What follows belongs to an exercise in optimizing a design on an open flow for small area, a short achievable clock period and few clock cycles; a production flow would make more cautious choices.
At most, simulation tests tie the RTL to the original design; equivalence was not proved.
Function not checked in run 1: the RTL went through the layout flow alone.

==> flow/design.v, too long to show whole: its modules and the start of the top module <==
// module rbm_top: 1009 lines
module rbm_top (
  input  logic                   finish,
  input  logic                   rst_n,
  input  rbm_pkg::feature_beat_t in_beat,
  input  logic                   in_valid,
  output logic                   in_ready,
  output rbm_pkg::rbm_result_t   out_result,
  output logic                   out_valid,
  input  logic                   out_ready
);
  // ...
==> flow/flow/run.sh <==
#!/bin/bash
# The standard layout, with its timing repair aimed below the clock period:
# repair_timing keeps working until the setup slack reaches SETUP_SLACK_MARGIN.
set -euo pipefail
bash standard.sh SETUP_SLACK_MARGIN=7.0 finish > standard.log 2>&1
==> flow/standard.sh <==
#!/bin/bash
# synth_recipe.tcl (not shown) runs the flow's synth.tcl, then flattens the netlist and writes it again
# the make line also repeats each setting of config.mk as NAME=value (left out here)
make -C /OpenROAD-flow-scripts/flow DESIGN_CONFIG=/design/flow/config.mk WORK_HOME=/design/flow/orfs CLKGATE_MAP_FILE= SYNTH_SCRIPT=/design/flow/synth_recipe.tcl "${@:-finish}"
==> flow/config.mk <==
export PLATFORM = sky130hd
export DESIGN_NAME = rbm_top
export DESIGN_NICKNAME = rbm_top
export VERILOG_FILES = /design/flow/design.v
export SDC_FILE = /design/flow/constraint.sdc
export NUM_CORES = 4
export LEC_CHECK = 0
export CAP_MARGIN = 75
export CORE_MARGIN = 2
export CORE_UTILIZATION = 40
export SLEW_MARGIN = 75
==> flow/constraint.sdc <==
create_clock -name core_clock -period 10.0 [get_ports {finish}]
set_input_delay 2.0000 -clock core_clock [delete_from_list [all_inputs] [get_ports {finish}]]
set_output_delay 2.0000 -clock core_clock [all_outputs]
set_load 0.01 [all_outputs]
==> summary.txt, run 1 <==
Crit-path max cell delay -> 450 ps
CP Launch Point -> s1[13]$_DFFE_PP_
Die Span Y -> 218.3 um
CP endpoint -> out_result[38]
Hold crit path type -> reg -> reg
N_taps -> 600
Area of the multi-input gates -> 12390 um^2
Number of global-route vias before repair -> 14379
Outcome -> no timing/DRC/antenna violations
CP max FO -> 3
Peak Freq -> 305.1 MHz
Min-delay src -> d1x[0]$_DFF_P_
Crit. End Element -> primary output
Adder-cell share of the synthesized area -> 0.2913
Htree depth -> 2
Slowest-stage cell, CP -> edfxtp_1
Synthesized instance count -> 1870
Post-CTS Setup Bufs -> 83
Hold Buf Count CTS -> 0
Worst slew pin tran -> 420.9 ps
DR vias/cell -> 5.224
Die area -> 47660 um^2
Finished Core Util -> 0.5045
Worst reg2reg path depth -> 15
Top reg by flops -> acc
Largest family of logic cells by synthesized area -> adder cells
DR WL met3 -> 2.243 mm
Synth Register Bits -> 270
==> run 2, diff against run 1 <==
--- a/flow/design.v
+++ b/flow/design.v
@@ -90,23 +90,23 @@
   logic [15:0] ra, rb, rsum;
   assign ra = f0 ? 16'd0 : r;
   assign rb = {{4{x0[11]}}, x0};
   assign rsum = ra + rb;
   always_ff @(posedge finish) r <= rsum;
   always_ff @(posedge finish) begin
     sa[0]  <= |(step0 & ~WRAP0);
     s32[0] <= |(step0 & WRAP0);
-    sa[1]  <= |(step0 & ~WRAP1);
+    sa[1]  <= |(step0 & ~WRAP1) | last0;
     s32[1] <= |(step0 & WRAP1);
-    sa[2]  <= |(step0 & ~WRAP2);
+    sa[2]  <= |(step0 & ~WRAP2) | last0;
     s32[2] <= |(step0 & WRAP2);
     sa[3]  <= |(step0 & ~WRAP3);
     s32[3] <= |(step0 & WRAP3);
-    sa[4]  <= |(step0 & ~WRAP4);
+    sa[4]  <= |(step0 & ~WRAP4) | last0;
     s32[4] <= |(step0 & WRAP4);
     vn1    <= |step0;
     va1    <= v0;
     first1 <= first0;
     first1n <= ~first0;
     last1  <= last0;
     last1n <= ~last0;
   end
@@ -232,17 +232,17 @@
   always_ff @(posedge finish) begin
     acc[0] <= a0_sum;
     a0_pend <= a0_cout;
   end
   logic [19:0] a0_full;      
   assign a0_full = acc[0] + (({19'd0, a0_pend[0]} << 3) | ({19'd0, a0_pend[1]} << 6) | ({19'd0, a0_pend[2]} << 9) | ({19'd0, a0_pend[3]} << 12) | ({19'd0, a0_pend[4]} << 15) | ({19'd0, a0_pend[5]} << 18));
   logic [19:0] a1_r1, a1_r2, a1_base, a1_sum;
   logic [5:0] a1_pend, a1_cin, a1_cout;
-  assign a1_r1 = ({20{sa[1]}} & r1) | ({20{s32[1]}} & r32) | ({20{last1}} & r1);
+  assign a1_r1 = ({20{sa[1]}} & r1) | ({20{s32[1]}} & r32);
   assign a1_r2 = nv | ({20{~last1n}} & r2);
   assign a1_base = (acc[1] & {20{first1n}}) | (20'hfffce & {20{first1}});
   assign a1_cin = a1_pend & {6{first1n}};
   wire u1xs_1 = a1_base[0] ^ a1_r1[0] ^ a1_r2[0];
   wire u1xc_2 = (a1_base[0] & a1_r1[0]) | (a1_base[0] & a1_r2[0]) | (a1_r1[0] & a1_r2[0]);
   wire u1xs_3 = a1_base[1] ^ a1_r1[1] ^ a1_r2[1];
   wire u1xc_4 = (a1_base[1] & a1_r1[1]) | (a1_base[1] & a1_r2[1]) | (a1_r1[1] & a1_r2[1]);
   wire u1xs_5 = a1_base[2] ^ a1_r1[2] ^ a1_r2[2];
@@ -348,17 +348,17 @@
   always_ff @(posedge finish) begin
     acc[1] <= a1_sum;
     a1_pend <= a1_cout;
   end
   logic [19:0] a1_full;      
   assign a1_full = acc[1] + (({19'd0, a1_pend[0]} << 3) | ({19'd0, a1_pend[1]} << 6) | ({19'd0, a1_pend[2]} << 9) | ({19'd0, a1_pend[3]} << 12) | ({19'd0, a1_pend[4]} << 15) | ({19'd0, a1_pend[5]} << 18));
   logic [19:0] a2_r1, a2_r2, a2_base, a2_sum;
   logic [5:0] a2_pend, a2_cin, a2_cout;
-  assign a2_r1 = ({20{sa[2]}} & r1) | ({20{s32[2]}} & r32) | ({20{last1}} & r1);
+  assign a2_r1 = ({20{sa[2]}} & r1) | ({20{s32[2]}} & r32);
   assign a2_r2 = nv | ({20{~last1n}} & ~r16);
   assign a2_base = (acc[2] & {20{first1n}}) | (20'h0000f & {20{first1}});
   assign a2_cin = a2_pend & {6{first1n}};
   wire u2xs_1 = a2_base[0] ^ a2_r1[0] ^ a2_r2[0];
   wire u2xc_2 = (a2_base[0] & a2_r1[0]) | (a2_base[0] & a2_r2[0]) | (a2_r1[0] & a2_r2[0]);
   wire u2xs_3 = a2_base[1] ^ a2_r1[1] ^ a2_r2[1];
   wire u2xc_4 = (a2_base[1] & a2_r1[1]) | (a2_base[1] & a2_r2[1]) | (a2_r1[1] & a2_r2[1]);
   wire u2xs_5 = a2_base[2] ^ a2_r1[2] ^ a2_r2[2];
@@ -580,17 +580,17 @@
   always_ff @(posedge finish) begin
     acc[3] <= a3_sum;
     a3_pend <= a3_cout;
   end
   logic [19:0] a3_full;      
   assign a3_full = acc[3] + (({19'd0, a3_pend[0]} << 3) | ({19'd0, a3_pend[1]} << 6) | ({19'd0, a3_pend[2]} << 9) | ({19'd0, a3_pend[3]} << 12) | ({19'd0, a3_pend[4]} << 15) | ({19'd0, a3_pend[5]} << 18));
   logic [19:0] a4_r1, a4_r2, a4_base, a4_sum;
   logic [8:0] a4_pend, a4_cin, a4_cout;
-  assign a4_r1 = ({20{sa[4]}} & r1) | ({20{s32[4]}} & r32) | ({20{last1}} & r1);
+  assign a4_r1 = ({20{sa[4]}} & r1) | ({20{s32[4]}} & r32);
   assign a4_r2 = nv | ({20{~last1n}} & r8);
   assign a4_base = (acc[4] & {20{first1n}}) | (20'h0008e & {20{first1}});
   assign a4_cin = a4_pend & {9{first1n}};
   logic [19:0] a4_r3;
   assign a4_r3 = {20{last1}} & r2;
   wire u4xs_1 = a4_base[0] ^ a4_r1[0] ^ a4_r3[0];
   wire u4xc_2 = (a4_base[0] & a4_r1[0]) | (a4_base[0] & a4_r3[0]) | (a4_r1[0] & a4_r3[0]);
   wire u4xs_3 = a4_base[1] ^ a4_r1[1] ^ a4_r3[1];
@@ -831,210 +831,18 @@
   logic [13:0] s0, s1;
   logic        cls;
   logic [13:0] s0b, s1b;
   assign s0b = hfirst ? 14'h3ffe : {s0[12:0], 1'b0};
   assign s1b = hfirst ? 14'h0002 : {s1[12:0], 1'b0};
   logic [13:0] d0x, d1x, s0n, s1n;
   assign d0x = {{8{d0[5]}}, d0};
   assign d1x = {{8{d1[5]}}, d1};
-  wire h0g_1 = s0b[0] & d0x[0];
-  wire h0p_2 = s0b[0] ^ d0x[0];
-  wire h0g_3 = s0b[1] & d0x[1];
-  wire h0p_4 = s0b[1] ^ d0x[1];
-  wire h0g_5 = s0b[2] & d0x[2];
-  wire h0p_6 = s0b[2] ^ d0x[2];
-  wire h0g_7 = s0b[3] & d0x[3];
-  wire h0p_8 = s0b[3] ^ d0x[3];
-  wire h0g_9 = s0b[4] & d0x[4];
-  wire h0p_10 = s0b[4] ^ d0x[4];
-  wire h0g_11 = s0b[5] & d0x[5];
-  wire h0p_12 = s0b[5] ^ d0x[5];
-  wire h0g_13 = s0b[6] & d0x[6];
-  wire h0p_14 = s0b[6] ^ d0x[6];
-  wire h0g_15 = s0b[7] & d0x[7];
-  wire h0p_16 = s0b[7] ^ d0x[7];
-  wire h0g_17 = s0b[8] & d0x[8];
-  wire h0p_18 = s0b[8] ^ d0x[8];
-  wire h0g_19 = s0b[9] & d0x[9];
-  wire h0p_20 = s0b[9] ^ d0x[9];
-  wire h0g_21 = s0b[10] & d0x[10];
-  wire h0p_22 = s0b[10] ^ d0x[10];
-  wire h0g_23 = s0b[11] & d0x[11];
-  wire h0p_24 = s0b[11] ^ d0x[11];
-  wire h0g_25 = s0b[12] & d0x[12];
-  wire h0p_26 = s0b[12] ^ d0x[12];
-  wire h0g_27 = s0b[13] & d0x[13];
-  wire h0p_28 = s0b[13] ^ d0x[13];
-  wire h0G_29 = h0g_3 | (h0p_4 & h0g_1);
-  wire h0P_30 = h0p_4 & h0p_2;
-  wire h0G_31 = h0g_7 | (h0p_8 & h0g_5);
-  wire h0P_32 = h0p_8 & h0p_6;
-  wire h0G_33 = h0g_11 | (h0p_12 & h0g_9);
-  wire h0P_34 = h0p_12 & h0p_10;
-  wire h0G_35 = h0g_15 | (h0p_16 & h0g_13);
-  wire h0P_36 = h0p_16 & h0p_14;
-  wire h0G_37 = h0g_19 | (h0p_20 & h0g_17);
-  wire h0P_38 = h0p_20 & h0p_18;
-  wire h0G_39 = h0g_23 | (h0p_24 & h0g_21);
-  wire h0P_40 = h0p_24 & h0p_22;
-  wire h0G_41 = h0g_27 | (h0p_28 & h0g_25);
-  wire h0P_42 = h0p_28 & h0p_26;
-  wire h0G_43 = h0G_31 | (h0P_32 & h0G_29);
-  wire h0P_44 = h0P_32 & h0P_30;
-  wire h0G_45 = h0G_35 | (h0P_36 & h0G_33);
-  wire h0P_46 = h0P_36 & h0P_34;
-  wire h0G_47 = h0G_39 | (h0P_40 & h0G_37);
-  wire h0P_48 = h0P_40 & h0P_38;
-  wire h0G_49 = h0G_45 | (h0P_46 & h0G_43);
-  wire h0P_50 = h0P_46 & h0P_44;
-  wire h0G_51 = h0G_47 | (h0P_48 & h0G_49);
-  wire h0P_52 = h0P_48 & h0P_50;
-  wire h0G_53 = h0G_33 | (h0P_34 & h0G_43);
-  wire h0P_54 = h0P_34 & h0P_44;
-  wire h0G_55 = h0G_37 | (h0P_38 & h0G_49);
-  wire h0P_56 = h0P_38 & h0P_50;
-  wire h0G_57 = h0G_41 | (h0P_42 & h0G_51);
-  wire h0P_58 = h0P_42 & h0P_52;
-  wire h0G_59 = h0g_5 | (h0p_6 & h0G_29);
-  wire h0P_60 = h0p_6 & h0P_30;
-  wire h0G_61 = h0g_9 | (h0p_10 & h0G_43);
-  wire h0P_62 = h0p_10 & h0P_44;
-  wire h0G_63 = h0g_13 | (h0p_14 & h0G_53);
-  wire h0P_64 = h0p_14 & h0P_54;
-  wire h0G_65 = h0g_17 | (h0p_18 & h0G_49);
-  wire h0P_66 = h0p_18 & h0P_50;
-  wire h0G_67 = h0g_21 | (h0p_22 & h0G_55);
-  wire h0P_68 = h0p_22 & h0P_56;
-  wire h0G_69 = h0g_25 | (h0p_26 & h0G_51);
-  wire h0P_70 = h0p_26 & h0P_52;
-  wire h0s_71 = h0p_4 ^ h0g_1;
-  wire h0s_72 = h0p_6 ^ h0G_29;
-  wire h0s_73 = h0p_8 ^ h0G_59;
-  wire h0s_74 = h0p_10 ^ h0G_43;
-  wire h0s_75 = h0p_12 ^ h0G_61;
-  wire h0s_76 = h0p_14 ^ h0G_53;
-  wire h0s_77 = h0p_16 ^ h0G_63;
-  wire h0s_78 = h0p_18 ^ h0G_49;
-  wire h0s_79 = h0p_20 ^ h0G_65;
-  wire h0s_80 = h0p_22 ^ h0G_55;
-  wire h0s_81 = h0p_24 ^ h0G_67;
-  wire h0s_82 = h0p_26 ^ h0G_51;
-  wire h0s_83 = h0p_28 ^ h0G_69;
-  assign s0n[0] = h0p_2;
-  assign s0n[1] = h0s_71;
-  assign s0n[2] = h0s_72;
-  assign s0n[3] = h0s_73;
-  assign s0n[4] = h0s_74;
-  assign s0n[5] = h0s_75;
-  assign s0n[6] = h0s_76;
-  assign s0n[7] = h0s_77;
-  assign s0n[8] = h0s_78;
-  assign s0n[9] = h0s_79;
-  assign s0n[10] = h0s_80;
-  assign s0n[11] = h0s_81;
-  assign s0n[12] = h0s_82;
-  assign s0n[13] = h0s_83;
-  wire h1g_84 = s1b[0] & d1x[0];
-  wire h1p_85 = s1b[0] ^ d1x[0];
-  wire h1g_86 = s1b[1] & d1x[1];
-  wire h1p_87 = s1b[1] ^ d1x[1];
-  wire h1g_88 = s1b[2] & d1x[2];
-  wire h1p_89 = s1b[2] ^ d1x[2];
-  wire h1g_90 = s1b[3] & d1x[3];
-  wire h1p_91 = s1b[3] ^ d1x[3];
-  wire h1g_92 = s1b[4] & d1x[4];
-  wire h1p_93 = s1b[4] ^ d1x[4];
-  wire h1g_94 = s1b[5] & d1x[5];
-  wire h1p_95 = s1b[5] ^ d1x[5];
-  wire h1g_96 = s1b[6] & d1x[6];
-  wire h1p_97 = s1b[6] ^ d1x[6];
-  wire h1g_98 = s1b[7] & d1x[7];
-  wire h1p_99 = s1b[7] ^ d1x[7];
-  wire h1g_100 = s1b[8] & d1x[8];
-  wire h1p_101 = s1b[8] ^ d1x[8];
-  wire h1g_102 = s1b[9] & d1x[9];
-  wire h1p_103 = s1b[9] ^ d1x[9];
-  wire h1g_104 = s1b[10] & d1x[10];
-  wire h1p_105 = s1b[10] ^ d1x[10];
-  wire h1g_106 = s1b[11] & d1x[11];
-  wire h1p_107 = s1b[11] ^ d1x[11];
-  wire h1g_108 = s1b[12] & d1x[12];
-  wire h1p_109 = s1b[12] ^ d1x[12];
-  wire h1g_110 = s1b[13] & d1x[13];
-  wire h1p_111 = s1b[13] ^ d1x[13];
-  wire h1G_112 = h1g_86 | (h1p_87 & h1g_84);
-  wire h1P_113 = h1p_87 & h1p_85;
-  wire h1G_114 = h1g_90 | (h1p_91 & h1g_88);
-  wire h1P_115 = h1p_91 & h1p_89;
-  wire h1G_116 = h1g_94 | (h1p_95 & h1g_92);
-  wire h1P_117 = h1p_95 & h1p_93;
-  wire h1G_118 = h1g_98 | (h1p_99 & h1g_96);
-  wire h1P_119 = h1p_99 & h1p_97;
-  wire h1G_120 = h1g_102 | (h1p_103 & h1g_100);
-  wire h1P_121 = h1p_103 & h1p_101;
-  wire h1G_122 = h1g_106 | (h1p_107 & h1g_104);
-  wire h1P_123 = h1p_107 & h1p_105;
-  wire h1G_124 = h1g_110 | (h1p_111 & h1g_108);
-  wire h1P_125 = h1p_111 & h1p_109;
-  wire h1G_126 = h1G_114 | (h1P_115 & h1G_112);
-  wire h1P_127 = h1P_115 & h1P_113;
-  wire h1G_128 = h1G_118 | (h1P_119 & h1G_116);
-  wire h1P_129 = h1P_119 & h1P_117;
-  wire h1G_130 = h1G_122 | (h1P_123 & h1G_120);
-  wire h1P_131 = h1P_123 & h1P_121;
-  wire h1G_132 = h1G_128 | (h1P_129 & h1G_126);
-  wire h1P_133 = h1P_129 & h1P_127;
-  wire h1G_134 = h1G_130 | (h1P_131 & h1G_132);
-  wire h1P_135 = h1P_131 & h1P_133;
-  wire h1G_136 = h1G_116 | (h1P_117 & h1G_126);
-  wire h1P_137 = h1P_117 & h1P_127;
-  wire h1G_138 = h1G_120 | (h1P_121 & h1G_132);
-  wire h1P_139 = h1P_121 & h1P_133;
-  wire h1G_140 = h1G_124 | (h1P_125 & h1G_134);
-  wire h1P_141 = h1P_125 & h1P_135;
-  wire h1G_142 = h1g_88 | (h1p_89 & h1G_112);
-  wire h1P_143 = h1p_89 & h1P_113;
-  wire h1G_144 = h1g_92 | (h1p_93 & h1G_126);
-  wire h1P_145 = h1p_93 & h1P_127;
-  wire h1G_146 = h1g_96 | (h1p_97 & h1G_136);
-  wire h1P_147 = h1p_97 & h1P_137;
-  wire h1G_148 = h1g_100 | (h1p_101 & h1G_132);
-  wire h1P_149 = h1p_101 & h1P_133;
-  wire h1G_150 = h1g_104 | (h1p_105 & h1G_138);
-  wire h1P_151 = h1p_105 & h1P_139;
-  wire h1G_152 = h1g_108 | (h1p_109 & h1G_134);
-  wire h1P_153 = h1p_109 & h1P_135;
-  wire h1s_154 = h1p_87 ^ h1g_84;
-  wire h1s_155 = h1p_89 ^ h1G_112;
-  wire h1s_156 = h1p_91 ^ h1G_142;
-  wire h1s_157 = h1p_93 ^ h1G_126;
-  wire h1s_158 = h1p_95 ^ h1G_144;
-  wire h1s_159 = h1p_97 ^ h1G_136;
-  wire h1s_160 = h1p_99 ^ h1G_146;
-  wire h1s_161 = h1p_101 ^ h1G_132;
-  wire h1s_162 = h1p_103 ^ h1G_148;
-  wire h1s_163 = h1p_105 ^ h1G_138;
-  wire h1s_164 = h1p_107 ^ h1G_150;
-  wire h1s_165 = h1p_109 ^ h1G_134;
-  wire h1s_166 = h1p_111 ^ h1G_152;
-  assign s1n[0] = h1p_85;
-  assign s1n[1] = h1s_154;
-  assign s1n[2] = h1s_155;
-  assign s1n[3] = h1s_156;
-  assign s1n[4] = h1s_157;
-  assign s1n[5] = h1s_158;
-  assign s1n[6] = h1s_159;
-  assign s1n[7] = h1s_160;
-  assign s1n[8] = h1s_161;
-  assign s1n[9] = h1s_162;
-  assign s1n[10] = h1s_163;
-  assign s1n[11] = h1s_164;
-  assign s1n[12] = h1s_165;
-  assign s1n[13] = h1s_166;
+  assign s0n = s0b + d0x;
+  assign s1n = s1b + d1x;
   always_ff @(posedge finish) begin
     if (hstep) begin
       s0 <= s0n;
       s1 <= s1n;
     end
     if (cmp) cls <= ($signed(s1) > $signed(s0));
   end
   always_comb begin
==> flow/flow/run.sh (replaced) <==
#!/bin/bash
# The standard layout, with its timing repair aimed below the clock period:
# repair_timing keeps working until the setup slack reaches SETUP_SLACK_MARGIN.
set -euo pipefail
bash standard.sh SETUP_SLACK_MARGIN=6.6 finish > standard.log 2>&1
==> flow/config.mk (replaced) <==
export PLATFORM = sky130hd
export DESIGN_NAME = rbm_top
export DESIGN_NICKNAME = rbm_top
export VERILOG_FILES = /design/flow/design.v
export SDC_FILE = /design/flow/constraint.sdc
export NUM_CORES = 4
export LEC_CHECK = 0
export CAP_MARGIN = 75
export CORE_MARGIN = 2
export CORE_UTILIZATION = 55
export SLEW_MARGIN = 75
==> summary.txt, run 2 <==
Outcome -> no timing/DRC/antenna violations
Critical path depth -> 2
Die area -> 34850 um^2 (-27%)
Clock transition at the registers of the reported paths -> 60 ps
CP delay by family, top -> buffers and inverters
Final worst path period need -> 3390 ps
Num CTS Buffers -> 35
CTS tree -> done
Global Route Usage Sum -> 0.2573
Largest register FFs -> 100
Final hold viol count -> 0
Hold crit path type -> reg -> reg
Number of remaining DRC errors -> 0
Fin Clk Skew -> 24.09 ps
PortBufs -> 58
Reg2reg start -> first1n$_DFF_P_
Die width -> 186.7 um
Clk root buf -> clkbuf_16
Worst slew pin tran -> 354.7 ps (-66.14 ps)
Setup violators final -> 0
Top reg by flops -> acc
Total Nets Final -> 2252
Synth Register Bits -> 270 (unchanged)
DRT iter0 DRCs -> 606
Regs by FF count -> acc: 100 flops, pr: 35 flops, r: 16 flops
I/O Pins -> 60
Setup Total Neg Slack -> 0 ps
WP data arrival -> 1390 ps
Post-DP HPWL -> 30.81 mm
Synth async-reset ratio -> 0.04444
Worst reg2reg path depth -> 12 (-3)
Commonest cells after routing, fill and taps aside -> dfxtp_1, fa_1, inv_1
Peak Freq -> 295.0 MHz (-3.3%)
Initial antenna violation count -> 0
Crit-path max cell delay -> 440 ps (about the same)
Ys flop type -> dfxtp_1
Crit. End Element -> primary output
Distinct cells, synth -> 70
Post-DR wirelength/cell -> 18.09 um
Htree depth -> 2 (unchanged)
Reg-to-reg critical path endpoint -> acc[1][5]$_DFF_P_
Slowest-stage cell, CP -> edfxtp_1
Via count -> 13344
Antenna diode count -> 0
CTS sink count -> 270
Period Utilization, post-route -> 0.3390
First-pass GRT wire length -> 72.14 mm
Initial Utilization -> 0.5613
Post-synth top cells -> dfxtp_1, fa_1, inv_1
Seq/Total Area, Yosys -> 0.3137
Die Span Y -> 186.7 um (-14%)
Layout area overhead -> 15.47%
FP Rows -> 66
Number of synthesized flops with an enable pin -> 29
Number of global-route vias before repair -> 13554 (-5.7%)
Synth top area share -> 0.2497
Cell with the most instances after synthesis -> dfxtp_1
Leading area contributor after synthesis -> dfxtp_1
Synthesized instance count -> 1893 (+1.2%)
DR vias/cell -> 5.551 (+6.3%)
Crit-path cells -> buf_4, dlygate4sd2_1
GPL Wtd Cong -> 0.8227
Hold Buf Count CTS -> 0 (unchanged)
YS warnings -> 5
GR Overflow Total -> 0
Pre-Repair DR Iteration Count -> 5
CP max FO -> 4 (+1)
Share of cells above drive strength 1 -> 0.1147
Clock buffer depth -> 3
Post-Syn Area per Cell -> 9.697 um^2
WS Path Type -> reg -> out
Commonest non-fill, non-tap cell in the layout -> dfxtp_1
Largest net degree at the start of global routing -> 47
Synth Cell Area -> 18360 um^2
Worst path bufs/invs -> 2
Slew headroom -> 0.7610
Setup crit start kind -> register
Clock Latency Late Sink -> 520 ps
Max-slew violation count -> 0
ANT nets after route -> 0
Max-cap violations -> 0
CP Launch Point -> s0[13]$_DFFE_PP_
Syn nets -> 2208
CP endpoint -> out_result[20]
RSZ-0062 raised after global routing -> yes
Total core area -> 32700 um^2
Filler instances -> 2697
WP data required -> 8000 ps
FF-to-FF setup slack -> 6710 ps
Synth area leaders -> dfxtp_1, fa_1, ha_1, edfxtp_1, inv_1
WL final -> 43.48 mm
run 2: logic make-up (layout without fill, tap and decap cells):
kind of cell | Yosys count | after routing | share of synthesized area
fa+ha+maj | 298 | 298 | 0.2849
compound gates | 374 | 374 | 0.1377
xor+xnor | 98 | 98 | 0.04717
flops | 270 | 270 | 0.3137
mux | 8 | 8 | 0.004771
simple gates | 540 | 540 | 0.1461
buf+inv | 305 | 374 | 0.06571
run 2: worst min-delay path by stage:
stage               depth (start not counted)              end      startpoint  slack [ps]
floorplan                                   0      va1$_DFF_P_    v0$_DFF_PN0_         360
global placement                            0  s1[0]$_DFFE_PP_  d1x[0]$_DFF_P_         390
detailed placement                          0  s1[0]$_DFFE_PP_  d1x[0]$_DFF_P_         390
CTS                                         0  s1[0]$_DFFE_PP_  d1x[0]$_DFF_P_         410
global route                                0  s1[0]$_DFFE_PP_  d1x[0]$_DFF_P_         410
finish                                      0  s1[0]$_DFFE_PP_  d1x[0]$_DFF_P_         410
run 2: per-stage QoR:
step | setup WS [ps] | instance area (um^2) | hold slack [ps] | instances | util
after global routing | 6474 | 21200 | 407.7 | 2404 | 0.6482
final | 6610 | 21200 | 405.2 | 2404 | 0.6482
after CTS | 6417 | 20900 | 405.6 | 2389 | 0.6391
after detailed placement | 5984 | 19500 | 392.6 | 2309 | 0.5963
after global placement | 5991 | 19120 | 393.7 | 2296 | 0.5848
after floorplan | 6724 | 18360 | 358.5 | 1893 | -
run 2: worst register-to-register path, stage by stage, from the launching register on:
cell and delay, ps:
dfxtp_4 350, buf_12 140, buf_12 150, buf_12 130
buf_16 120, buf_16 130, buf_4 160, a21oi_1 100
fa_1 540, inv_1 60, fa_1 440, fa_1 390
fa_1 440
run 2: layout make-up:
class,instances,area [um^2],area share
multi-input combinational,1318,11690,0.5515
sequential,270,5852,0.2761
timing repair buffer,118,1209,0.05702
clock buffer,45,963.4,0.04545
inverter,194,734.5,0.03465
tap,442,553.0,0.02609
clock inverter,17,195.2,0.009208
run 2: layer usage:
metal / routed length (um) / track usage / up-vias
met1: 19980 / 0.3576 / 6614
met5: 0 / 0 / -
met2: 20480 / 0.4225 / 314
met4: 816 / 0.06410 / 0
met3: 2206 / 0.04156 / 58
li1: - / - / 6358
run 2: repair_timing:
item / CTS / global route
endpoints found under the setup margin: 68 / 33
buffers inserted: 14 / 5
cloned: 4 / 0
pin swaps: 1 / 3
gates resized for setup: 55 / 19
Testbench counts of run 2, summed over its fixed seeds: cycles 5,864.
==> run 3, diff against run 2 <==
--- a/flow/config.mk
+++ b/flow/config.mk
@@ -7,5 +7,6 @@
 export LEC_CHECK = 0
 export CAP_MARGIN = 75
 export CORE_MARGIN = 2
-export CORE_UTILIZATION = 55
+export CORE_UTILIZATION = 70
+export PLACE_DENSITY = 0.8
 export SLEW_MARGIN = 75
==> summary.txt, run 3 <==
Outcome -> no timing/DRC/antenna violations
Clock buffer depth -> 3 (unchanged)
Final worst path period need -> 3385 ps (-4.430 ps)
Met2 Use GR -> 0.5389 (+0.1164)
Leading area contributor after synthesis -> dfxtp_1
Crit-path max cell delay -> 430 ps (about the same)
Setup Total Neg Slack -> 0 ps (unchanged)
Die width -> 165.9 um (-11%)
Synth Register Bits -> 270 (unchanged)
Non-filler cells, final -> 2285 (-5.0%)
Post-Syn Area per Cell -> 9.697 um^2 (unchanged)
Largest net degree at the start of global routing -> 56 (+19%)
Clock transition at the registers of the reported paths -> 60 ps (about the same)
Layout area overhead -> 13.73%
Final hold viol count -> 0 (unchanged)
Number of remaining DRC errors -> 0 (unchanged)
DR vias/cell -> 6.032 (+8.7%)
Regs by FF count -> acc: 100 flops, pr: 35 flops, r: 16 flops
Area of the multi-input gates -> 11670 um^2 (-0.15%)
WL final -> 43.44 mm (-0.10%)
Period Utilization, post-route -> 0.3385 (-0.0004430)
Ys flop type -> dfxtp_1
Synth top area share -> 0.2497 (unchanged)
Num CTS Buffers -> 35 (unchanged)
Synth async-reset ratio -> 0.04444 (unchanged)
CTS tree -> done
WP data arrival -> 1390 ps (about the same)
Total Nets Final -> 2240 (-0.53%)
CP max FO -> 3 (-1)
Synth Cell Area -> 18360 um^2 (unchanged)
Top reg by flops -> acc
Slew headroom -> 0.7432 (-0.01778)
Htree depth -> 2 (unchanged)
DRT iter0 DRCs -> 1197 (+98%)
GRT busiest layer -> met2
Initial antenna violation count -> 0 (unchanged)
Commonest non-fill, non-tap cell in the layout -> dfxtp_1
Fin Clk Skew -> 20.08 ps (-4.011 ps)
Commonest cells after routing, fill and taps aside -> dfxtp_1, fa_1, inv_1
Antenna diode count -> 0 (unchanged)
ANT nets after route -> 0 (unchanged)
GR Overflow Total -> 0 (unchanged)
Max-slew violation count -> 0 (unchanged)
Post-synth top cells -> dfxtp_1, fa_1, inv_1
Die area -> 27530 um^2 (-21%)
Synth area leaders -> dfxtp_1, fa_1, ha_1, edfxtp_1, inv_1
Clk root buf -> clkbuf_16
Met3 usage in global routing -> 0.04528 (+0.003716)
Max-cap violations -> 0 (unchanged)
Syn nets -> 2208 (unchanged)
Crit. End Element -> primary output
Number of global-route vias before repair -> 14308 (+5.6%)
Worst slew pin tran -> 381.1 ps (+26.39 ps)
Slowest-stage cell, CP -> edfxtp_1
Crit-path cells -> buf_4, dlygate4sd2_1
Met1 usage -> 0.4216 (+0.06400)
First-pass GRT wire length -> 71.15 mm (-1.4%)
YS warnings -> 5 (unchanged)
Hold Buf Count CTS -> 0 (unchanged)
Setup crit start kind -> register
Post-DR wirelength/cell -> 19.01 um (+5.1%)
CTS sink count -> 270 (unchanged)
Initial Utilization -> 0.7084 (+0.1471)
Post-DP HPWL -> 30.28 mm (-1.7%)
GPL Wtd Cong -> 0.8713 (+5.9%)
Hold crit path type -> reg -> reg
Seq/Total Area, Yosys -> 0.3137 (unchanged)
Clock Latency Late Sink -> 530 ps (about the same)
Die Span Y -> 165.9 um (-11%)
FP Rows -> 59 (-11%)
Largest register FFs -> 100 (unchanged)
Filler instances -> 1616 (-40%)
Via count -> 13783 (+3.3%)
WS Path Type -> reg -> out
Cell with the most instances after synthesis -> dfxtp_1
PortBufs -> 58 (unchanged)
Pre-Repair DR Iteration Count -> 6 (+1)
Total core area -> 25910 um^2 (-21%)
WP data required -> 8000 ps (about the same)
Synthesized instance count -> 1893 (unchanged)
I/O Pins -> 60 (unchanged)
Number of synthesized flops with an enable pin -> 29 (unchanged)
Setup violators final -> 0 (unchanged)
Peak Freq -> 295.4 MHz (+0.13%)
Reg area -> 5846 um^2 (-0.11%)
Share of cells above drive strength 1 -> 0.1103 (-0.004422)
Placed Instances -> 2200 (-4.7%)
RSZ-0062 raised after global routing -> yes
Global Route Usage Sum -> 0.3164 (+0.05910)
Distinct cells, synth -> 70 (unchanged)
run 3: cell counts after synthesis:
No cell type changed its count.
run 3: cell families after synthesis:
| kind of cell | Yosys count | share of synthesized area |
|---|---|---|
| and+or+nand+nor | 540 | 0.1461 |
| AOI/OAI and AO/OA | 374 | 0.1377 |
| buffers and inverters | 305 | 0.06571 |
| adders and majority gates | 298 | 0.2849 |
| DFF | 270 | 0.3137 |
| xor gates and xnor gates | 98 | 0.04717 |
| muxes | 8 | 0.004771 |
run 3: final timing paths:
kind,from,endpoint,slack (ps),cells past startpoint
min in group asynchronous,rst_n,afull$_DFF_PN0_,1350,1
max,s0[13]$_DFFE_PP_,out_result[16],6610,2
min,d1x[0]$_DFF_P_,s1[0]$_DFFE_PP_,410,0
max in group asynchronous,rst_n,in_ready$_DFF_PN1_,8360,1
max reg2reg,s0[0]$_DFFE_PP_,s0[13]$_DFFE_PP_,6710,12
min reg2reg,d1x[0]$_DFF_P_,s1[0]$_DFFE_PP_,410,0
run 3: worst max-delay path, delay by kind of cell, from the launching register on:
family	cells	cell delay (ps)
buffers and inverters	2	440
flip-flops	1	430
run 3: routing by layer:
| metal | vias up | wire (um) |
|---|---|---|
| li1 | 6344 | - |
| met3 | 98 | 2766 |
| met2 | 514 | 21400 |
| met1 | 6827 | 18070 |
| met4 | 0 | 1196 |
| met5 | - | 0 |
run 3: through the flow:
step	instance area, um^2	setup slack, ps	util	hold slack (ps)
6_report	20880	6615	0.8057	411.6
5_1_grt	20880	6515	0.8057	425.6
4_1_cts	20570	6384	0.7939	416.2
3_5_place_dp	19380	5824	0.7478	402.3
3_3_place_gp	18970	5895	0.7320	389.4
2_1_floorplan	18360	6724	-	358.5
run 3: area by class of cell:
type                    instances  area share
multi-input cells            1318      0.5591
repair buffers                106     0.04837
clock inverters                15    0.009649
flip-flops and latches        270      0.2800
well taps                     335     0.02008
inverters                     194     0.03524
clock buffers                  47     0.04753
run 3: what timing repair did:
item | CTS | global route
buffers inserted | 6 | 10
setup endpoints to repair | 47 | 26
pin swaps | 0 | 5
gates resized for setup | 44 | 25
cloned | 0 | 1
==> run 4, diff against run 3 <==
==> flow/flow/run.sh (replaced) <==
#!/bin/bash
# The standard layout with two changes: the port buffers are buf_4 cells,
# and timing repair keeps working until the setup slack reaches
# SETUP_SLACK_MARGIN (the clock period and constraints are unchanged).
set -euo pipefail
bash standard.sh SETUP_SLACK_MARGIN=6.55 "BUFFER_PORTS_ARGS=-buffer_cell sky130_fd_sc_hd__buf_4" finish > standard.log 2>&1
--- a/flow/config.mk
+++ b/flow/config.mk
@@ -7,6 +7,5 @@
 export LEC_CHECK = 0
 export CAP_MARGIN = 75
 export CORE_MARGIN = 2
-export CORE_UTILIZATION = 70
-export PLACE_DENSITY = 0.8
+export CORE_UTILIZATION = 55
 export SLEW_MARGIN = 75
==> summary.txt, run 4 <==
Final worst setup slack -> 6695 ps (+80.35 ps)
Slowest-stage cell, CP -> fa_1
Clk root buf -> clkbuf_16
Proportion of synthesized area in mux cells -> 0.004771 (unchanged)
Die Span Y -> 186.7 um (+13%)
PortBufs -> 58 (unchanged)
Synth area leaders -> dfxtp_1, fa_1, ha_1, edfxtp_1, inv_1
Setup violators final -> 0 (unchanged)
Synth async-reset ratio -> 0.04444 (unchanged)
Global Route Usage Sum -> 0.2491 (-0.06734)
Max-slew violation count -> 0 (unchanged)
Cell with the most instances after synthesis -> dfxtp_1
Filler instances -> 2730 (+69%)
Fin Clk Skew -> 27.96 ps (+7.879 ps)
Reg area -> 5847 um^2 (about the same)
Post-synth top cells -> dfxtp_1, fa_1, inv_1
First-pass GRT wire length -> 70.12 mm (-1.4%)
Crit-path max cell delay -> 520 ps (+90 ps)
Number of remaining DRC errors -> 0 (unchanged)
DR vias/cell -> 5.489 (-9.0%)
Synth top area share -> 0.2497 (unchanged)
GPL Wtd Cong -> 0.8026 (-7.9%)
Period Utilization, post-route -> 0.3305 (-0.008035)
Share of cells above drive strength 1 -> 0.1294 (+0.01913)
Synthesized instance count -> 1893 (unchanged)
Worst reg2reg path depth -> 10 (-2)
CP max FO -> 19 (+16)
Peak Freq -> 302.6 MHz (+2.4%)
Worst slew pin tran -> 371.4 ps (-9.723 ps)
Num CTS Buffers -> 34 (-2.9%)
Outcome -> no timing/DRC/antenna violations
Initial antenna violation count -> 0 (unchanged)
Layout area overhead -> 13.31%
Die area -> 34850 um^2 (+27%)
GR Overflow Total -> 0 (unchanged)
Clock Latency Late Sink -> 530 ps (about the same)
Syn nets -> 2208 (unchanged)
ANT nets after route -> 0 (unchanged)
Total Nets Final -> 2229 (-0.49%)
Initial Utilization -> 0.5613 (-0.1471)
WL final -> 41.91 mm (-3.5%)
Finished Core Util -> 0.6361 (-0.1696)
Hold Crit Endpoint -> pr[1][2]$_DFF_P_
WS Path Type -> reg -> reg
FP Rows -> 66 (+12%)
Reg2reg start -> last1$_DFF_P_
Post-synthesis compound-gate area fraction -> 0.1377 (unchanged)
Synth Cell Area -> 18360 um^2 (unchanged)
Commonest non-fill, non-tap cell in the layout -> dfxtp_1
Largest net degree at the start of global routing -> 47 (-16%)
I/O Pins -> 60 (unchanged)
Hold path depth -> 2 (+2)
Adder-cell share of the synthesized area -> 0.2849 (unchanged)
Reg-to-reg critical path endpoint -> acc[0][11]$_DFF_P_
WP data arrival -> 3700 ps (+2310 ps)
Via count -> 13074 (-5.1%)
Distinct cells, synth -> 70 (unchanged)
Min-delay src -> pr[1][1]$_DFF_P_
Top reg by flops -> acc
Place WS -> 6408 ps (+583.5 ps)
Final hold viol count -> 0 (unchanged)
Ys flop type -> dfxtp_1
Antenna diode count -> 0 (unchanged)
CTS tree -> done
DRT iter0 DRCs -> 579 (-52%)
Final worst path period need -> 3305 ps (-80.35 ps)
Hold crit path type -> reg -> reg
Setup Total Neg Slack -> 0 ps (unchanged)
Placed Instances -> 2310 (+5.0%)
Htree depth -> 2 (unchanged)
Number of global-route vias before repair -> 13405 (-6.3%)
YS warnings -> 5 (unchanged)
Simple-Gate Fraction of Synth Area -> 0.1461 (unchanged)
Slew headroom -> 0.7524 (+0.009167)
Leading area contributor after synthesis -> dfxtp_1
Largest register FFs -> 100 (unchanged)
Post-DP HPWL -> 30.52 mm (+0.78%)
Post-DR wirelength/cell -> 17.59 um (-7.4%)
Hold Buf Count CTS -> 0 (unchanged)
Setup crit start kind -> register
Clock transition at the registers of the reported paths -> 60 ps (about the same)
Area of the multi-input gates -> 11640 um^2 (-0.31%)
XOR/XNOR share of the synthesized area -> 0.04717 (unchanged)
Seq/Total Area, Yosys -> 0.3137 (unchanged)
RSZ-0062 raised after global routing -> no
Commonest cells after routing, fill and taps aside -> dfxtp_1, fa_1, inv_1
Total core area -> 32700 um^2 (+26%)
Number of synthesized flops with an enable pin -> 29 (unchanged)
CTS sink count -> 270 (unchanged)
Die width -> 186.7 um (+13%)
CP most frequent cell -> fa_1
Regs by FF count -> acc: 100 flops, pr: 35 flops, r: 16 flops
WP data required -> 10400 ps (+2400 ps)
Crit. End Element -> register
Max-cap violations -> 0 (unchanged)
Largest family of logic cells by synthesized area -> adder cells
Synth Register Bits -> 270 (unchanged)
Clock buffer depth -> 3 (unchanged)
Post-Syn Area per Cell -> 9.697 um^2 (unchanged)
Crit-path cells -> buf_12, inv_8, nor2_1, a221oi_1, clkdlybuf4s50_1, fa_1, inv_1, fa_1, fa_1, fa_1
Non-filler cells, final -> 2382 (+4.2%)
Pre-Repair DR Iteration Count -> 4 (-2)
FF-to-FF setup slack -> 6690 ps (-20 ps)
run 4: cell counts after synthesis:
Identical to the previous run, type by type.
run 4: cells by family after synthesis:
kind of cell | Yosys count
mux | 8
simple gates | 540
flops | 270
fa+ha+maj | 298
buf+inv | 305
compound gates | 374
xor+xnor | 98
run 4: how the worst max path moves through the flow:
stage,startpoint,end,slack [ps]
finish,last1$_DFF_P_,acc[0][11]$_DFF_P_,6690
global route,acc[1][6]$_DFF_P_,d1x[2]$_DFF_P_,6550
CTS,a1_pend[1]$_DFF_P_,d1x[2]$_DFF_P_,6550
detailed placement,last1$_DFF_P_,acc[0][11]$_DFF_P_,6410
global placement,first1n$_DFF_P_,acc[4][19]$_DFF_P_,6250
floorplan,vn1$_DFF_P_,acc[1][8]$_DFF_P_,6720
run 4: per-layer routing:
metal / global-route usage / wire, um / vias to the layer above
met4: 0.06716 / 978 / 0
met1: 0.3511 / 19720 / 6456
li1: - / - / 6315
met2: 0.4094 / 19590 / 242
met3: 0.02878 / 1621 / 61
met5: 0 / 0 / -
run 4: timing repair:
| action | 4_1_cts | 5_1_grt |
|---|---|---|
| buffers inserted | 0 | 3 |
| resized for setup | 2 | 9 |
| pin swaps | 0 | 3 |
| setup endpoints to repair | 3 | 7 |
run 4: per-stage QoR:
step	hold WS [ps]	area, um^2
floorplan	358.5	18360
global placement	389.4	18980
detailed placement	396.0	19380
CTS	419.4	20590
global route	423.3	20800
finish	413.3	20800
run 4: layout make-up:
class,count,area share
clock buffer,49,0.04903
clock inverter,13,0.008903
inverter,194,0.03579
multi-input combinational,1318,0.5594
sequential,270,0.2811
tap,442,0.02659
timing repair buffer,96,0.03916
run 4: critical path: cells and delay by family (launching register included):
| family | cells | cell delay (ps) |
|---|---|---|
| fa+ha+maj | 4 | 1800 |
| flops | 1 | 350 |
| compound gates | 1 | 60 |
| buf+inv | 4 | 800 |
| simple gates | 1 | 140 |
==> run 5, diff against run 4 <==
==> flow/flow/run.sh (replaced) <==
#!/bin/bash
# The standard layout with two changes: the port buffers are buf_4 cells,
# and timing repair keeps working until the setup slack reaches
# SETUP_SLACK_MARGIN (the clock period and constraints are unchanged).
set -euo pipefail
bash standard.sh SETUP_SLACK_MARGIN=6.8 "BUFFER_PORTS_ARGS=-buffer_cell sky130_fd_sc_hd__buf_4" finish > standard.log 2>&1
==> summary.txt, run 5 <==
Outcome -> no timing/DRC/antenna violations
CP delay by family, top -> flip-flops
Filler instances -> 2704 (-0.95%)
GR Overflow Total -> 0 (unchanged)
FP Rows -> 66 (unchanged)
Area of the multi-input gates -> 11720 um^2 (+0.75%)
Slowest-stage cell, CP -> edfxtp_1
DRT iter0 DRCs -> 659 (+14%)
Via count -> 13194 (+0.92%)
Non-filler cells, final -> 2403 (+0.88%)
CP max FO -> 8 (-11)
Fin Clk Skew -> 17.66 ps (-10.29 ps)
Hold Crit Endpoint -> s0[0]$_DFFE_PP_
Clock Latency Late Sink -> 530 ps (about the same)
Placed Instances -> 2308 (-0.087%)
Post-synth top cells -> dfxtp_1, fa_1, inv_1
Setup crit start kind -> register
Post-Syn Area per Cell -> 9.697 um^2 (unchanged)
Reg-to-reg critical path endpoint -> acc[3][8]$_DFF_P_
Regs by FF count -> acc: 100 flops, pr: 35 flops, r: 16 flops
Commonest cells after routing, fill and taps aside -> dfxtp_1, fa_1, inv_1
Crit-path max cell delay -> 490 ps (-30 ps)
Distinct cells, synth -> 70 (unchanged)
Final hold viol count -> 0 (unchanged)
Antenna diode count -> 0 (unchanged)
GPL Wtd Cong -> 0.8131 (+1.3%)
Leading area contributor after synthesis -> dfxtp_1
Die Span Y -> 186.7 um (unchanged)
WL final -> 43.09 mm (+2.8%)
Initial antenna violation count -> 0 (unchanged)
Post-DR wirelength/cell -> 17.93 um (+1.9%)
Die width -> 186.7 um (unchanged)
Peak Freq -> 311.8 MHz (+3.0%)
Cell with the most instances after synthesis -> dfxtp_1
ANT nets after route -> 0 (unchanged)
WS Path Type -> reg -> out
Setup Total Neg Slack -> 0 ps (unchanged)
Hold path depth -> 0 (-2)
Global Route Usage Sum -> 0.2513 (+0.002262)
CTS tree -> done
Slew headroom -> 0.7525 (about the same)
Crit-path cells -> buf_4
Crit. End Element -> primary output
Number of global-route vias before repair -> 13280 (-0.93%)
DR vias/cell -> 5.491 (about the same)
FF-to-FF setup slack -> 6910 ps (+220 ps)
Min Hold Slack -> 406.2 ps (-7.108 ps)
Setup violators final -> 0 (unchanged)
Period Utilization, post-route -> 0.3208 (-0.009737)
Clk root buf -> clkbuf_16
Ys flop type -> dfxtp_1
Die area -> 34850 um^2 (unchanged)
Number of remaining DRC errors -> 0 (unchanged)
Hold Buf Count CTS -> 0 (unchanged)
Share of cells above drive strength 1 -> 0.1499 (+0.02054)
Seq/Total Area, Yosys -> 0.3137 (unchanged)
Reg2reg start -> first1n$_DFF_P_
Min-delay src -> d0x[0]$_DFF_P_
Htree depth -> 2 (unchanged)
Synth Register Bits -> 270 (unchanged)
Layout area overhead -> 15.02%
Largest net degree at the start of global routing -> 45 (-4.3%)
RSZ-0062 raised after global routing -> yes
Worst slew pin tran -> 370.1 ps (-1.330 ps)
Reg area -> 5863 um^2 (+0.28%)
Worst reg2reg path depth -> 9 (-1)
Clock transition at the registers of the reported paths -> 60 ps (about the same)
Num CTS Buffers -> 35 (+2.9%)
Synth Cell Area -> 18360 um^2 (unchanged)
Max-slew violation count -> 0 (unchanged)
Synth area leaders -> dfxtp_1, fa_1, ha_1, edfxtp_1, inv_1
Top reg by flops -> acc
Clock buffer depth -> 3 (unchanged)
Total Nets Final -> 2249 (+0.90%)
PortBufs -> 58 (unchanged)
Pre-Repair DR Iteration Count -> 6 (+2)
CTS sink count -> 270 (unchanged)
YS warnings -> 5 (unchanged)
Synth async-reset ratio -> 0.04444 (unchanged)
First-pass GRT wire length -> 70.25 mm (+0.18%)
Largest register FFs -> 100 (unchanged)
Synth top area share -> 0.2497 (unchanged)
WP data arrival -> 1210 ps (-2490 ps)
Initial Utilization -> 0.5613 (unchanged)
Worst path bufs/invs -> 1 (-3)
Final worst path period need -> 3208 ps (-97.37 ps)
Post-DP HPWL -> 30.61 mm (+0.30%)
I/O Pins -> 60 (unchanged)
Number of synthesized flops with an enable pin -> 29 (unchanged)
Hold crit path type -> reg -> reg
Syn nets -> 2208 (unchanged)
WP data required -> 8000 ps (-2400 ps)
Commonest non-fill, non-tap cell in the layout -> dfxtp_1
Max-cap violations -> 0 (unchanged)
Total core area -> 32700 um^2 (unchanged)
Synthesized instance count -> 1893 (unchanged)
==> run 5: cell types whose count changed in the layout (fill, tap and decap cells not counted), moves of 4 or more <==
cell | before | now
buf_4 | 69 | 86
clkinv_2 | 3 | 8
dfxtp_4 | 20 | 25
nor2_1 | 115 | 111
nor2_2 | 8 | 12
==> run 5: final cells by class <==
type | count | share of cell area
Clock buffer | 46 | 0.04676
Clock inverter | 18 | 0.01002
Inverter | 194 | 0.03538
Multi-Input combinational cell | 1318 | 0.5553
Sequential cell | 270 | 0.2777
Tap cell | 442 | 0.02619
Timing Repair Buffer | 115 | 0.04866
==> run 5: per-layer routing <==
layer / vias up / share of wire / track usage
li1: 6355 / - / -
met1: 6456 / 0.46 / 0.3517
met2: 303 / 0.47 / 0.4144
met3: 80 / 0.045 / 0.03028
met4: 0 / 0.025 / 0.06960
met5: - / 0 / 0
==> run 5: kinds of logic (layout without fill, tap and decap cells) <==
logic type / count (synthesis) / in the layout / share of synthesized area
adders and majority gates: 298 / 298 / 0.2849
muxes: 8 / 8 / 0.004771
AOI/OAI and AO/OA: 374 / 374 / 0.1377
and+or+nand+nor: 540 / 540 / 0.1461
xor gates and xnor gates: 98 / 98 / 0.04717
DFF: 270 / 270 / 0.3137
buffers and inverters: 305 / 373 / 0.06571
==> run 5: stage by stage <==
| step | util | instance area (um^2) | setup slack [ps] |
|---|---|---|---|
| 2_1_floorplan | - | 18370 | 6810 |
| 3_3_place_gp | 0.5799 | 18960 | 6112 |
| 3_5_place_dp | 0.5926 | 19380 | 6397 |
| 4_1_cts | 0.6357 | 20790 | 6763 |
| 5_1_grt | 0.6456 | 21110 | 6740 |
| 6_report | 0.6456 | 21110 | 6792 |
==> run 5: repair_timing <==
item | 4_1_cts | 5_1_grt
gates resized for setup | 17 | 21
pin swaps | 4 | 10
endpoints found under the setup margin | 39 | 48
gates cloned | 2 | 0
setup buffers | 11 | 13
==> run 5: worst max path at each step <==
stage / from / cells after the start / slack (ps) / end
2_1_floorplan: first1n$_DFF_P_ / 9 / 6810 / acc[4][5]$_DFF_P_
4_1_cts: last1$_DFF_P_ / 10 / 6760 / acc[0][11]$_DFF_P_
5_1_grt: s0[13]$_DFFE_PP_ / 1 / 6740 / out_result[20]
3_3_place_gp: afull$_DFF_PN0_ / 10 / 6110 / d0x[2]$_DFF_P_
3_5_place_dp: last1$_DFF_P_ / 10 / 6400 / acc[0][11]$_DFF_P_
6_report: s0[13]$_DFFE_PP_ / 1 / 6790 / out_result[18]
==> run 6, diff against run 5 <==
==> flow/flow/run.sh (replaced) <==
#!/bin/bash
# The standard layout with two changes: the port buffers are buf_4 cells,
# and timing repair keeps working until the setup slack reaches
# SETUP_SLACK_MARGIN (the clock period and constraints are unchanged).
set -euo pipefail
bash standard.sh SETUP_SLACK_MARGIN=6.7 "BUFFER_PORTS_ARGS=-buffer_cell sky130_fd_sc_hd__buf_4" finish > standard.log 2>&1
--- a/flow/config.mk
+++ b/flow/config.mk
@@ -5,7 +5,7 @@
 export SDC_FILE = /design/flow/constraint.sdc
 export NUM_CORES = 4
 export LEC_CHECK = 0
-export CAP_MARGIN = 75
+export CAP_MARGIN = 20
 export CORE_MARGIN = 2
 export CORE_UTILIZATION = 55
-export SLEW_MARGIN = 75
+export SLEW_MARGIN = 20
==> summary.txt, run 6 <==
Outcome -> no timing/DRC/antenna violations
Layout area overhead -> 11.20%
Hold crit path type -> reg -> reg
Setup violators final -> 0 (unchanged)
Die area -> 34850 um^2 (unchanged)
Initial antenna violation count -> 0 (unchanged)
Peak Freq -> 307.6 MHz (-1.3%)
Number of remaining DRC errors -> 0 (unchanged)
Crit. End Element -> register
Commonest cells after routing, fill and taps aside -> dfxtp_1, fa_1, inv_1
Post-synthesis compound-gate area fraction -> 0.1377 (unchanged)
FF-to-FF setup slack -> 6750 ps (-160 ps)
WL final -> 42.18 mm (-2.1%)
Largest family of logic cells by synthesized area -> adder cells
Share of cells above drive strength 1 -> 0.1100 (-0.03991)
Die width -> 186.7 um (unchanged)
PortBufs -> 58 (unchanged)
Antenna diode count -> 0 (unchanged)
CP max FO -> 18 (+10)
Total Nets Final -> 2216 (-1.5%)
Fin Clk Skew -> 17.09 ps (-0.5735 ps)
Slowest-stage cell, CP -> dfxtp_1
Max-cap violations -> 0 (unchanged)
Clock buffer depth -> 3 (unchanged)
RSZ-0062 raised after global routing -> yes
Post-DP HPWL -> 29.89 mm (-2.4%)
Htree depth -> 2 (unchanged)
Distinct cells, synth -> 70 (unchanged)
Area after DPL -> 18980 um^2 (-2.1%)
Max-slew violation count -> 0 (unchanged)
Via count -> 13078 (-0.88%)
Die Span Y -> 186.7 um (unchanged)
Adder-cell share of the synthesized area -> 0.2849 (unchanged)
Regs by FF count -> acc: 100 flops, pr: 35 flops, r: 16 flops
Final Instance Area -> 20410 um^2 (-3.3%)
Clock Latency Late Sink -> 520 ps (about the same)
Filler instances -> 2776 (+2.7%)
Largest register FFs -> 100 (unchanged)
Final hold viol count -> 0 (unchanged)
Syn nets -> 2208 (unchanged)
XOR/XNOR share of the synthesized area -> 0.04717 (unchanged)
DRT iter0 DRCs -> 707 (+7.3%)
CTS tree -> done
WS Path Type -> reg -> reg
First-pass GRT wire length -> 70.08 mm (-0.24%)
GR Overflow Total -> 0 (unchanged)
Initial Utilization -> 0.5613 (unchanged)
I/O Pins -> 60 (unchanged)
Slew headroom -> 0.3814 (-0.3711)
Worst path bufs/invs -> 1 (unchanged)
Clock transition at the registers of the reported paths -> 60 ps (about the same)
Commonest non-fill, non-tap cell in the layout -> dfxtp_1
Largest net degree at the start of global routing -> 81 (+80%)
Synth area leaders -> dfxtp_1, fa_1, ha_1, edfxtp_1, inv_1
Synth Register Bits -> 270 (unchanged)
Setup crit start kind -> register
Worst slew pin tran -> 926.7 ps (+556.6 ps)
Post-DR wirelength/cell -> 17.80 um (-0.70%)
Synth Cell Area -> 18360 um^2 (unchanged)
Number of global-route vias before repair -> 13335 (+0.41%)
Clk root buf -> clkbuf_16
Proportion of synthesized area in mux cells -> 0.004771 (unchanged)
Crit-path max cell delay -> 920 ps (+430 ps)
Final worst path period need -> 3251 ps (+42.94 ps)
YS warnings -> 5 (unchanged)
CTS sink count -> 270 (unchanged)
Num CTS Buffers -> 34 (-2.9%)
Top reg by flops -> acc
Seq/Total Area, Yosys -> 0.3137 (unchanged)
WP data arrival -> 3640 ps (+2430 ps)
Synthesized instance count -> 1893 (unchanged)
Simple-Gate Fraction of Synth Area -> 0.1461 (unchanged)
CP most frequent cell -> fa_1
Ys flop type -> dfxtp_1
ANT nets after route -> 0 (unchanged)
WP data required -> 10390 ps (+2390 ps)
Hold Buf Count CTS -> 0 (unchanged)
DR vias/cell -> 5.520 (+0.54%)
FP Rows -> 66 (unchanged)
Post-Syn Area per Cell -> 9.697 um^2 (unchanged)
CP delay by family, top -> adder cells
Number of synthesized flops with an enable pin -> 29 (unchanged)
Cell with the most instances after synthesis -> dfxtp_1
Pre-Repair DR Iteration Count -> 5 (-1)
Crit-path cells -> a221oi_1, fa_1, inv_1, fa_1, fa_1, fa_1
Period Utilization, post-route -> 0.3251 (+0.004294)
Synth async-reset ratio -> 0.04444 (unchanged)
Global Route Usage Sum -> 0.2491 (-0.002273)
Synth top area share -> 0.2497 (unchanged)
GPL Wtd Cong -> 0.8026 (-1.3%)
Leading area contributor after synthesis -> dfxtp_1
Post-synth top cells -> dfxtp_1, fa_1, inv_1
Total core area -> 32700 um^2 (unchanged)
Setup Total Neg Slack -> 0 ps (unchanged)
run 6: kinds of logic after synthesis:
| family | Yosys count |
|---|---|
| AND/OR/NAND/NOR | 540 |
| AO/OA/AOI/OAI | 374 |
| flip-flops | 270 |
| multiplexers | 8 |
| XOR/XNOR | 98 |
| adder cells (fa/ha/maj) | 298 |
| buffers and inverters | 305 |
run 6: path summary, 6_finish.rpt:
kind | cells past startpoint | startpoint | end
min in group asynchronous | 1 | rst_n | npend[1]$_DFF_PN0_
max reg2reg | 6 | r[7]$_DFF_P_ | acc[0][14]$_DFF_P_
max | 6 | r[7]$_DFF_P_ | acc[0][14]$_DFF_P_
max in group asynchronous | 1 | rst_n | cidle$_DFF_PN1_
min | 0 | d0x[0]$_DFF_P_ | s0[0]$_DFFE_PP_
min reg2reg | 0 | d0x[0]$_DFF_P_ | s0[0]$_DFFE_PP_
run 6: layout make-up:
type | instances | area [um^2] | share of cell area
well taps | 442 | 553.0 | 0.02709
multi-input cells | 1318 | 11480 | 0.5626
clock inverters | 21 | 269.0 | 0.01318
inverters | 194 | 733.2 | 0.03592
clock buffers | 41 | 918.4 | 0.04499
flip-flops and latches | 270 | 5783 | 0.2833
repair buffers | 83 | 670.6 | 0.03286
run 6: routing by layer:
metal  vias to the layer above  track usage  part of all wire  wire, um
met2                       250       0.4052              0.46     19600
met1                      6460       0.3523              0.47     19900
met4                         0      0.08089             0.028      1183
met3                        70      0.02389             0.035      1496
met5                         -            0                 0         0
li1                       6298            -                 -         -
run 6: timing repair:
item,in CTS,in global routing
resized for setup,17,27
buffers inserted,5,6
endpoints found under the setup margin,73,42
pin swaps,3,8
run 6: metrics by stage:
| stage | hold WS [ps] | utilization | worst slack [ps] | std cells |
|---|---|---|---|---|
| after floorplan | 358.5 | - | 6724 | 1893 |
| after global placement | 389.4 | 0.5803 | 6255 | 2296 |
| after detailed placement | 395.2 | 0.5803 | 6215 | 2296 |
| after CTS | 416.5 | 0.6203 | 6705 | 2363 |
| after global routing | 418.3 | 0.6242 | 6589 | 2369 |
| final | 413.0 | 0.6242 | 6749 | 2369 |
==> run 7, diff against run 6 <==
--- a/flow/config.mk
+++ b/flow/config.mk
@@ -5,7 +5,7 @@
 export SDC_FILE = /design/flow/constraint.sdc
 export NUM_CORES = 4
 export LEC_CHECK = 0
-export CAP_MARGIN = 20
+export CAP_MARGIN = 75
 export CORE_MARGIN = 2
 export CORE_UTILIZATION = 55
-export SLEW_MARGIN = 20
+export SLEW_MARGIN = 75
==> summary.txt, run 7 <==
Outcome -> no timing/DRC/antenna violations
DR vias/cell -> 5.491 (-0.53%)
Die width -> 186.7 um (unchanged)
Fin Clk Skew -> 27.92 ps (+10.83 ps)
Finished Core Util -> 0.6401 (+0.01592)
Synth top area share -> 0.2497 (unchanged)
Met3 usage in global routing -> 0.03084 (+0.006959)
Number of remaining DRC errors -> 0 (unchanged)
Total core area -> 32700 um^2 (unchanged)
Period Utilization, post-route -> 0.3194 (-0.005710)
Synthesized instance count -> 1893 (unchanged)
Regs by FF count -> acc: 100 flops, pr: 35 flops, r: 16 flops
Clock buffer depth -> 3 (unchanged)
WP data required -> 8000 ps (-2390 ps)
Commonest non-fill, non-tap cell in the layout -> dfxtp_1
Post-DP HPWL -> 30.52 mm (+2.1%)
FP Rows -> 66 (unchanged)
Seq/Total Area, Yosys -> 0.3137 (unchanged)
Clk root buf -> clkbuf_16
Met1 usage -> 0.3520 (about the same)
Leading area contributor after synthesis -> dfxtp_1
FF-to-FF setup slack -> 6840 ps (+90 ps)
WL final -> 42.41 mm (+0.55%)
Number of synthesized flops with an enable pin -> 29 (unchanged)
Slew headroom -> 0.7458 (+0.3644)
PortBufs -> 58 (unchanged)
Post-synth top cells -> dfxtp_1, fa_1, inv_1
YS warnings -> 5 (unchanged)
GPL Wtd Cong -> 0.8026 (unchanged)
Setup Total Neg Slack -> 0 ps (unchanged)
Ys flop type -> dfxtp_1
CTS tree -> done
Global Route Usage Sum -> 0.2513 (+0.002262)
Post-Syn Area per Cell -> 9.697 um^2 (unchanged)
ANT nets after route -> 0 (unchanged)
Antenna diode count -> 0 (unchanged)
Worst slew pin tran -> 381.3 ps (-545.4 ps)
Synth Cell Area -> 18360 um^2 (unchanged)
Met2 Use GR -> 0.4126 (+0.007435)
Num CTS Buffers -> 34 (unchanged)
Largest net degree at the start of global routing -> 47 (-42%)
Peak Freq -> 313.1 MHz (+1.8%)
CP delay by family, top -> flip-flops
Die Span Y -> 186.7 um (unchanged)
RSZ-0062 raised after global routing -> yes
Worst reg2reg path depth -> 13 (+7)
I/O Pins -> 60 (unchanged)
Max-cap violations -> 0 (unchanged)
Cell with the most instances after synthesis -> dfxtp_1
Critical path depth -> 1 (-5)
Final worst path period need -> 3194 ps (-57.10 ps)
CP endpoint -> out_result[40]
Crit-path max cell delay -> 500 ps (-420 ps)
First-pass GRT wire length -> 70.68 mm (+0.86%)
CP Launch Point -> s1[13]$_DFFE_PP_
Syn nets -> 2208 (unchanged)
CTS sink count -> 270 (unchanged)
Initial Utilization -> 0.5613 (unchanged)
Htree depth -> 2 (unchanged)
Clock transition at the registers of the reported paths -> 60 ps (about the same)
Slowest-stage cell, CP -> edfxtp_1
Hold Buf Count CTS -> 0 (unchanged)
Reg-to-reg critical path endpoint -> d0x[5]$_DFF_P_
Distinct cells, synth -> 70 (unchanged)
Crit-path cells -> buf_4
Synth Register Bits -> 270 (unchanged)
Layout area overhead -> 14.03%
Post-DR wirelength/cell -> 17.71 um (-0.54%)
WS Path Type -> reg -> out
Synth async-reset ratio -> 0.04444 (unchanged)
Worst path bufs/invs -> 1 (unchanged)
Reg2reg start -> acc[1][6]$_DFF_P_
Hold crit path type -> reg -> reg
Initial antenna violation count -> 0 (unchanged)
Share of cells above drive strength 1 -> 0.1377 (+0.02772)
Final hold viol count -> 0 (unchanged)
WP data arrival -> 1190 ps (-2450 ps)
Setup violators final -> 0 (unchanged)
Clock Latency Late Sink -> 530 ps (about the same)
Number of global-route vias before repair -> 13463 (+0.96%)
Via count -> 13152 (+0.57%)
Total Nets Final -> 2242 (+1.2%)
Commonest cells after routing, fill and taps aside -> dfxtp_1, fa_1, inv_1
CP max FO -> 8 (-10)
Top reg by flops -> acc
GRT busiest layer -> met2
Setup crit start kind -> register
Max-slew violation count -> 0 (unchanged)
Largest register FFs -> 100 (unchanged)
DRT iter0 DRCs -> 583 (-18%)
Pre-Repair DR Iteration Count -> 5 (unchanged)
Crit. End Element -> primary output
Die area -> 34850 um^2 (unchanged)
GR Overflow Total -> 0 (unchanged)
Synth area leaders -> dfxtp_1, fa_1, ha_1, edfxtp_1, inv_1
## run 7: changes by cell type in the layout (fill, tap and decap cells not counted), moves of 6 or more
cell / change
dfxtp_4: +17
dfxtp_1: -13
buf_1: +6
nor2_1: -6
nor2_2: +6
o21ai_0: -6
o21ai_1: +6
## run 7: cells by family (layout without fill, tap and decap cells)
logic type / count (synthesis) / in the layout / synth area share
compound gates: 374 / 374 / 0.1377
xor+xnor: 98 / 98 / 0.04717
fa+ha+maj: 298 / 298 / 0.2849
buf+inv: 305 / 365 / 0.06571
flops: 270 / 270 / 0.3137
mux: 8 / 8 / 0.004771
simple gates: 540 / 540 / 0.1461
## run 7: worst min-delay path by stage
stage,from,end,slack [ps],depth (start not counted)
detailed placement,d0x[0]$_DFF_P_,s0[0]$_DFFE_PP_,400,0
finish,pr[1][1]$_DFF_P_,pr[1][2]$_DFF_P_,410,2
global placement,d1x[0]$_DFF_P_,s1[0]$_DFFE_PP_,390,0
global route,d0x[0]$_DFF_P_,s0[0]$_DFFE_PP_,420,0
floorplan,v0$_DFF_PN0_,va1$_DFF_P_,360,0
CTS,pr[2][5]$_DFF_P_,pr[2][6]$_DFF_P_,420,2
## run 7: routing by layer
layer	share of wire	wire (um)	vias to the layer above
met4	0.024	1022	0
met3	0.044	1865	59
li1	-	-	6342
met2	0.47	19770	286
met1	0.47	19760	6465
met5	0	0	-
## run 7: cell type report
type | instances | area, um^2
clock buffers | 49 | 1020
clock inverters | 13 | 185.2
fillers | 2718 | 11770
inverters | 194 | 749.5
multi-input cells | 1318 | 11640
flip-flops and latches | 270 | 5848
well taps | 442 | 553.0
repair buffers | 108 | 932.1
repair inverters | 1 | 5.005
## run 7: timing repair
item	4_1_cts	5_1_grt
cloned	0	1
pin swaps	4	7
setup endpoints to repair	8	18
hold endpoints to repair	0	0
buffers inserted	8	7
gates resized for setup	8	15
## run 7: tightest hold or removal path: stages (launching register included)
cell,delay (ps)
dfxtp_1,300
nand2_1,40
o21ai_0,50
## run 7: through the flow
| stage | setup WS [ps] | cells | hold slack [ps] | area (um^2) |
|---|---|---|---|---|
| after detailed placement | 6408 | 2310 | 396.0 | 19380 |
| after global routing | 6658 | 2395 | 423.5 | 20930 |
| after CTS | 6708 | 2380 | 419.4 | 20690 |
| final | 6806 | 2395 | 414.4 | 20930 |
| after global placement | 6255 | 2296 | 389.4 | 18980 |
| after floorplan | 6724 | 1893 | 358.5 | 18360 |

-- afterwards: timing with drivers on the ports --
Ports are ideal in the flow. The routed layouts listed here were re-timed in OpenROAD.
Step 1: set_driving_cell puts a clkbuf_16 on finish and a buf_2 on each other input, an assumption about the parent block.
Step 2 adds t to the input delays and takes it off the output delays; t is the mean of the earliest and latest rising clock arrival at the registers after step 1. Input paths then give back, and output paths get back, about the clock's delay inside the block.
Slacks: ideal / step 1 / step 2; pairs: ideal / step 1.
run	t (ns)	setup slack, ns	worst hold slack (ns)	worst setup path after step 2	worst slew at a driven data input, ns
run 1	0.593	6.722 / 6.664 / 6.436	0.402 / 0.402 / 0.402	input to register	0.06
run 2	0.567	6.610 / 6.556 / 6.528	0.405 / 0.405 / 0.405	input to register	0.03
run 3	0.573	6.615 / 6.565 / 6.357	0.412 / 0.412 / 0.412	input to register	0.04
run 4	0.568	6.695 / 6.650 / 6.573	0.413 / 0.413 / 0.413	input to register	0.03
run 5	0.573	6.792 / 6.740 / 6.552	0.406 / 0.406 / 0.406	input to register	0.04
run 6	0.565	6.749 / 6.740 / 6.529	0.413 / 0.413 / 0.413	input to register	0.03
run 7	0.569	6.806 / 6.752 / 6.584	0.414 / 0.414 / 0.414	input to register	0.03
After both steps setup and hold are still met in every run listed. For run 1, which loses most, drivers alone change the setup slack by -0.058 ns; drivers and shift together by -0.286 ns.
